This is an optimization exercise on Yosys and OpenROAD, whose aim is small area, not a production implementation.
In this exercise RTL edits were held to simulation tests only and were not proved equivalent to the original.
Power and IR drop assume default switching activity.

== try-fjord ==
==> flow/design.v <==
package data_memory_pkg;
  typedef enum logic {
    CLEAR = 1'b0,
    IDLE  = 1'b1
  } mem_state_t;
endpackage
module dm_hold (input logic q, input logic h, input logic w, input logic d, output logic y);
  assign y = (q & h) | (d & w);
endmodule
module dm_aoi222 (input logic s0, input logic d0, input logic s1, input logic d1,
                  input logic s2, input logic d2, output logic y);
  assign y = ~((s0 & d0) | (s1 & d1) | (s2 & d2));
endmodule
module dm_aoi22 (input logic s0, input logic d0, input logic s1, input logic d1, output logic y);
  assign y = ~((s0 & d0) | (s1 & d1));
endmodule
module dm_nand2 (input logic a, input logic b, output logic y);
  assign y = ~(a & b);
endmodule
module dm_nand3 (input logic a, input logic b, input logic c, output logic y);
  assign y = ~(a & b & c);
endmodule
module dm_nand4 (input logic a, input logic b, input logic c, input logic d, output logic y);
  assign y = ~(a & b & c & d);
endmodule
module dm_nor2 (input logic a, input logic b, output logic y);
  assign y = ~(a | b);
endmodule
module dm_nor3 (input logic a, input logic b, input logic c, output logic y);
  assign y = ~(a | b | c);
endmodule
module dm_or2 (input logic a, input logic b, output logic y);
  assign y = a | b;
endmodule
module dm_or3 (input logic a, input logic b, input logic c, output logic y);
  assign y = a | b | c;
endmodule
module dm_dec256 (input logic [7:0] a, output logic [255:0] s);
  logic [15:0] hn, ln;
  always_comb begin
    for (int k = 0; k < 16; k++) begin
      hn[k] = ~(a[7:4] == 4'(k));
      ln[k] = ~(a[3:0] == 4'(k));
    end
  end
  for (genvar i = 0; i < 256; i++) begin : g_s
    dm_nor2 u (.a(hn[i / 16]), .b(ln[i % 16]), .y(s[i]));
  end
endmodule
module dm_rd256 (input logic [255:0] s, input logic [255:0] d, output logic y);
  logic [85:0] l1;    
  logic [21:0] l2;    
  logic [10:0] l3;    
  logic [2:0]  l4;    
  for (genvar g = 0; g < 85; g++) begin : g_l1
    dm_aoi222 u (.s0(s[3*g]), .d0(d[3*g]), .s1(s[3*g+1]), .d1(d[3*g+1]),
                 .s2(s[3*g+2]), .d2(d[3*g+2]), .y(l1[g]));
  end
  dm_nand2 u_l1_last (.a(s[255]), .b(d[255]), .y(l1[85]));
  for (genvar g = 0; g < 21; g++) begin : g_l2
    dm_nand4 u (.a(l1[4*g]), .b(l1[4*g+1]), .c(l1[4*g+2]), .d(l1[4*g+3]), .y(l2[g]));
  end
  dm_nand2 u_l2_last (.a(l1[84]), .b(l1[85]), .y(l2[21]));
  for (genvar g = 0; g < 11; g++) begin : g_l3
    dm_nor2 u (.a(l2[2*g]), .b(l2[2*g+1]), .y(l3[g]));
  end
  dm_nand4 u_l4a (.a(l3[0]), .b(l3[1]), .c(l3[2]), .d(l3[3]), .y(l4[0]));
  dm_nand4 u_l4b (.a(l3[4]), .b(l3[5]), .c(l3[6]), .d(l3[7]), .y(l4[1]));
  dm_nand3 u_l4c (.a(l3[8]), .b(l3[9]), .c(l3[10]), .y(l4[2]));
  dm_or3 u_l5 (.a(l4[0]), .b(l4[1]), .c(l4[2]), .y(y));
endmodule
module data_memory_clear_engine (
  input  logic clock_i,
  input  logic reset_i,
  output logic busy_o
);
  logic [7:0] cnt_q;
  logic       busy_q;
  always_ff @(posedge clock_i) begin
    if (reset_i) begin
      busy_q <= 1'b1;
      cnt_q  <= '0;
    end else if (busy_q) begin
      cnt_q  <= cnt_q + 8'd1;
      busy_q <= ~(&cnt_q);
    end
  end
  assign busy_o = busy_q;
endmodule
module data_memory_stack (
  input  logic       clock,
  input  logic       reset,
  input  logic [7:0] data_in,
  input  logic       write_enable,
  input  logic [7:0] address,
  output logic [7:0] data_out,
  input  logic [7:0] address_b,
  output logic [7:0] data_out_b,
  input  logic       push,
  input  logic       pop,
  output logic [7:0] stack_top,
  output logic [8:0] sp,
  output logic       empty,
  output logic       full,
  output logic       overflow,
  output logic       underflow,
  output logic       conflict,
  output logic       busy
);
  logic       empty_q;
  logic [3:0] c_q;
  logic       overflow_q, underflow_q, conflict_q;
  logic       busy_s;
  logic       full_s;
  logic       replace_s;
  data_memory_clear_engine u_clear (
    .clock_i (clock),
    .reset_i (reset),
    .busy_o  (busy_s)
  );
  assign full_s    = ~empty_q & (c_q == 4'd0);
  assign replace_s = pop & ~empty_q;
  always_ff @(posedge clock) begin
    if (reset) begin
      empty_q     <= 1'b1;
      c_q         <= 4'd0;
      overflow_q  <= 1'b0;
      underflow_q <= 1'b0;
      conflict_q  <= 1'b0;
    end else begin
      conflict_q <= ~busy_s & push & write_enable;
      if (!busy_s) begin
        if (push) begin
          if (!replace_s) begin
            if (!full_s) begin
              c_q     <= c_q - 4'd1;
              empty_q <= 1'b0;
            end else begin
              overflow_q <= 1'b1;
            end
          end
        end else if (pop) begin
          if (!empty_q) begin
            c_q     <= c_q + 4'd1;
            empty_q <= (c_q == 4'hF);
          end else begin
            underflow_q <= 1'b1;
          end
        end
      end
    end
  end
  logic       wen_s;
  logic [7:0] waddr_s;
  assign wen_s   = ~busy_s & (push ? (replace_s | ~full_s) : write_enable);
  assign waddr_s = push ? {4'hF, replace_s ? c_q : (c_q - 4'd1)} : address;
  logic [15:0] wrn_s, wcn_s, hr_s, hc_s;
  always_comb begin
    for (int k = 0; k < 16; k++) begin
      wrn_s[k] = ~(wen_s & (waddr_s[7:4] == 4'(k)));
      wcn_s[k] = ~(waddr_s[3:0] == 4'(k));
      hr_s[k]  = busy_s | (wen_s & (waddr_s[7:4] == 4'(k)));
      hc_s[k]  = busy_s | (waddr_s[3:0] == 4'(k));
    end
  end
  logic [7:0]   mem_q [256];
  logic [7:0]   mem_d [256];
  logic [255:0] w_s, h_s;
  logic [255:0] bit_s [8];
  for (genvar i = 0; i < 256; i++) begin : g_word
    dm_nor2  u_w (.a(wrn_s[i / 16]), .b(wcn_s[i % 16]), .y(w_s[i]));
    dm_nand2 u_h (.a(hr_s[i / 16]), .b(hc_s[i % 16]), .y(h_s[i]));
    for (genvar j = 0; j < 8; j++) begin : g_bit
      dm_hold u_b (.q(mem_q[i][j]), .h(h_s[i]), .w(w_s[i]), .d(data_in[j]), .y(mem_d[i][j]));
      assign bit_s[j][i] = mem_q[i][j];
    end
    always_ff @(posedge clock) begin
      mem_q[i] <= mem_d[i];
    end
  end
  logic [255:0] sa_s, sb_s;
  dm_dec256 u_deca (.a(address),   .s(sa_s));
  dm_dec256 u_decb (.a(address_b), .s(sb_s));
  for (genvar j = 0; j < 8; j++) begin : g_rd
    dm_rd256 u_a (.s(sa_s), .d(bit_s[j]), .y(data_out[j]));
    dm_rd256 u_b (.s(sb_s), .d(bit_s[j]), .y(data_out_b[j]));
  end
  logic [16:0] st_sel;
  assign st_sel[16] = empty_q;
  always_comb begin
    for (int k = 0; k < 16; k++) st_sel[k] = ~empty_q & (c_q == 4'(k));
  end
  for (genvar j = 0; j < 8; j++) begin : g_st
    logic [6:0] l1;
    logic [1:0] l2;
    for (genvar g = 0; g < 5; g++) begin : g_l1
      dm_aoi222 u (.s0(st_sel[3*g]), .d0(mem_q[240+3*g][j]), .s1(st_sel[3*g+1]), .d1(mem_q[241+3*g][j]),
                   .s2(st_sel[3*g+2]), .d2(mem_q[242+3*g][j]), .y(l1[g]));
    end
    dm_nand2 u_l1_f (.a(st_sel[15]), .b(mem_q[255][j]), .y(l1[5]));
    dm_nand2 u_l1_e (.a(st_sel[16]), .b(mem_q[0][j]), .y(l1[6]));
    dm_nand4 u_l2a (.a(l1[0]), .b(l1[1]), .c(l1[2]), .d(l1[3]), .y(l2[0]));
    dm_nand3 u_l2b (.a(l1[4]), .b(l1[5]), .c(l1[6]), .y(l2[1]));
    dm_or2   u_l3  (.a(l2[0]), .b(l2[1]), .y(stack_top[j]));
  end
  assign sp        = {empty_q, {4{~empty_q}}, c_q};
  assign empty     = empty_q;
  assign full      = full_s;
  assign overflow  = overflow_q;
  assign underflow = underflow_q;
  assign conflict  = conflict_q;
  assign busy      = busy_s;
endmodule
Settings: LEC_CHECK=0, CAP_MARGIN=20, CELL_PAD_IN_SITES_DETAIL_PLACEMENT=1, CELL_PAD_IN_SITES_GLOBAL_PLACEMENT=1, CORE_MARGIN=2, CORE_UTILIZATION=40, CTS_BUF_LIST=sky130_fd_sc_hd__clkbuf_8, CTS_CLUSTER_DIAMETER=50, CTS_CLUSTER_SIZE=16, PLACE_DENSITY=0.45, SETUP_SLACK_MARGIN=0.5, SLEW_MARGIN=20, SYNTH_HIERARCHICAL=1; clock period 9.0 ns.
standard.sh (not shown) runs the stock make flow with config.mk's settings and CLKGATE_MAP_FILE= SYNTH_SCRIPT=/design/flow/synth_recipe.tcl, a recipe that flattens the netlist after the stock synthesis.
==> flow/flow/run.sh <==
#!/bin/bash
# Layout flow: the standard ORFS flow (standard.sh, unchanged synthesis,
# floorplan, power grid, placement and routing) with two settings changed:
#  - clock tree: no dummy loads, clkbuf_8 leaf buffers on clusters of up to
#    16 flip-flops (fewer, smaller clock buffers than the default clkbuf_16 tree)
#  - port buffers: every input and output still gets a buffer, but the
#    smallest one (buf_1) instead of clkdlybuf4s50_1
# ORFS writes each step's full log under orfs/logs/; make's own output goes
# to flow_make.log here.
set -euo pipefail
export CTS_ARGS="-sink_clustering_enable -repair_clock_nets -dont_use_dummy_load -buf_list sky130_fd_sc_hd__clkbuf_8 -sink_clustering_size 16 -sink_clustering_max_diameter 50"
export BUFFER_PORTS_ARGS="-buffer_cell sky130_fd_sc_hd__buf_2"
bash standard.sh finish > flow_make.log 2>&1
Inputs modified between try-fjord and try-cedar:
- a deleted SETUP_SLACK_MARGIN that had been 0.5
==> flow/run.sh (new file) <==
#!/bin/bash
# synth_recipe.tcl (not shown) runs the flow's synth.tcl, then flattens the netlist and writes it again
# the make line also repeats each setting of config.mk as NAME=value (left out here)
make -C /OpenROAD-flow-scripts/flow DESIGN_CONFIG=/design/flow/config.mk WORK_HOME=/design/flow/orfs CLKGATE_MAP_FILE= SYNTH_SCRIPT=/design/flow/synth_recipe.tcl finish
removed: flow/flow/run.sh
removed: flow/standard.sh
--- outcome ---
- try-cedar ran in full, but the layout does not pass; the checks complain about setup timing.
- From try-fjord to try-cedar the numbers moved as follows: count of vias placed by the detailed router comparable, routed length on met2 now larger.
- From try-fjord to try-cedar the numbers moved as follows: non-filler instance count after layout went up; relative area change from synthesis to final layout went up.
- try-cedar against try-fjord: amount of wire on met3 after detailed routing fell by about 9%; global-route usage shrank by 0.37 points; final-layout setup total negative slack now sits lower.
Modified inputs, try-quartz compared to try-cedar
==> flow/flow/run.sh (new file) <==
#!/bin/bash
# Layout flow: the standard ORFS flow (standard.sh, unchanged synthesis,
# floorplan, power grid, placement and routing) with two settings changed:
#  - clock tree: no dummy loads, clkbuf_8 leaf buffers on clusters of up to
#    16 flip-flops (fewer, smaller clock buffers than the default clkbuf_16 tree)
#  - port buffers: every input and output still gets a buffer, but the
#    smallest one (buf_1) instead of clkdlybuf4s50_1
# ORFS writes each step's full log under orfs/logs/; make's own output goes
# to flow_make.log here.
set -euo pipefail
export CTS_ARGS="-sink_clustering_enable -repair_clock_nets -dont_use_dummy_load -buf_list sky130_fd_sc_hd__clkbuf_8 -sink_clustering_size 16 -sink_clustering_max_diameter 50"
export BUFFER_PORTS_ARGS="-buffer_cell sky130_fd_sc_hd__buf_1"
bash standard.sh finish > flow_make.log 2>&1
==> flow/standard.sh (new file) <==
#!/bin/bash
# synth_recipe.tcl (not shown) runs the flow's synth.tcl, then flattens the netlist and writes it again
# the make line also repeats each setting of config.mk as NAME=value (left out here)
make -C /OpenROAD-flow-scripts/flow DESIGN_CONFIG=/design/flow/config.mk WORK_HOME=/design/flow/orfs CLKGATE_MAP_FILE= SYNTH_SCRIPT=/design/flow/synth_recipe.tcl "${@:-finish}"
removed: flow/run.sh
Notes after the runs:
Complete run, failing final checks: try-quartz, reason setup timing. Clock network power share | try-quartz below try-cedar. Timing endpoint of the critical path = data_out_b[5]: try-cedar; timing endpoint of the critical path = data_out[5]: try-quartz. Placed instance count delta for try-quartz relative to try-cedar: 45 lower. [compare] base=try-cedar new=try-quartz: worst setup slack after placement now larger; worst hold slack after final layout now larger; total global-route track usage now larger.

## static timing again, ports no longer ideal
The flow's constraints put no driver on any port. The routed layouts listed below were extracted and timed again, unchanged, in two steps. Step 1 (the two cells are an assumption about what drives the block):
set clk [get_ports {clock}]
set_driving_cell -lib_cell sky130_fd_sc_hd__clkbuf_16 $clk
set_driving_cell -lib_cell sky130_fd_sc_hd__buf_2 [delete_from_list [all_inputs] $clk]
Step 2 also shifts input and output timing later by t, the mid clock arrival at the registers, as if the neighbouring blocks saw the same clock. Three values: ideal ports, drivers, drivers and shift; two values: the first two.
run	t (ns)	setup WS [ns]	worst setup path at the end	worst register clock-pin slew, ns	worst slew at a driven data input, ns
try-fjord	1.090	0.527 / 0.496 / 0.496	input to output	0.10 / 0.10	0.06
try-cedar	1.128	-0.150 / -0.252 / -0.252	input to output	0.11 / 0.11	0.10
try-quartz	1.120	-0.018 / -0.059 / -0.059	input to output	0.11 / 0.11	0.05
For try-cedar, which loses most, drivers alone change the setup slack by -0.102 ns; drivers and shift together by -0.102 ns.
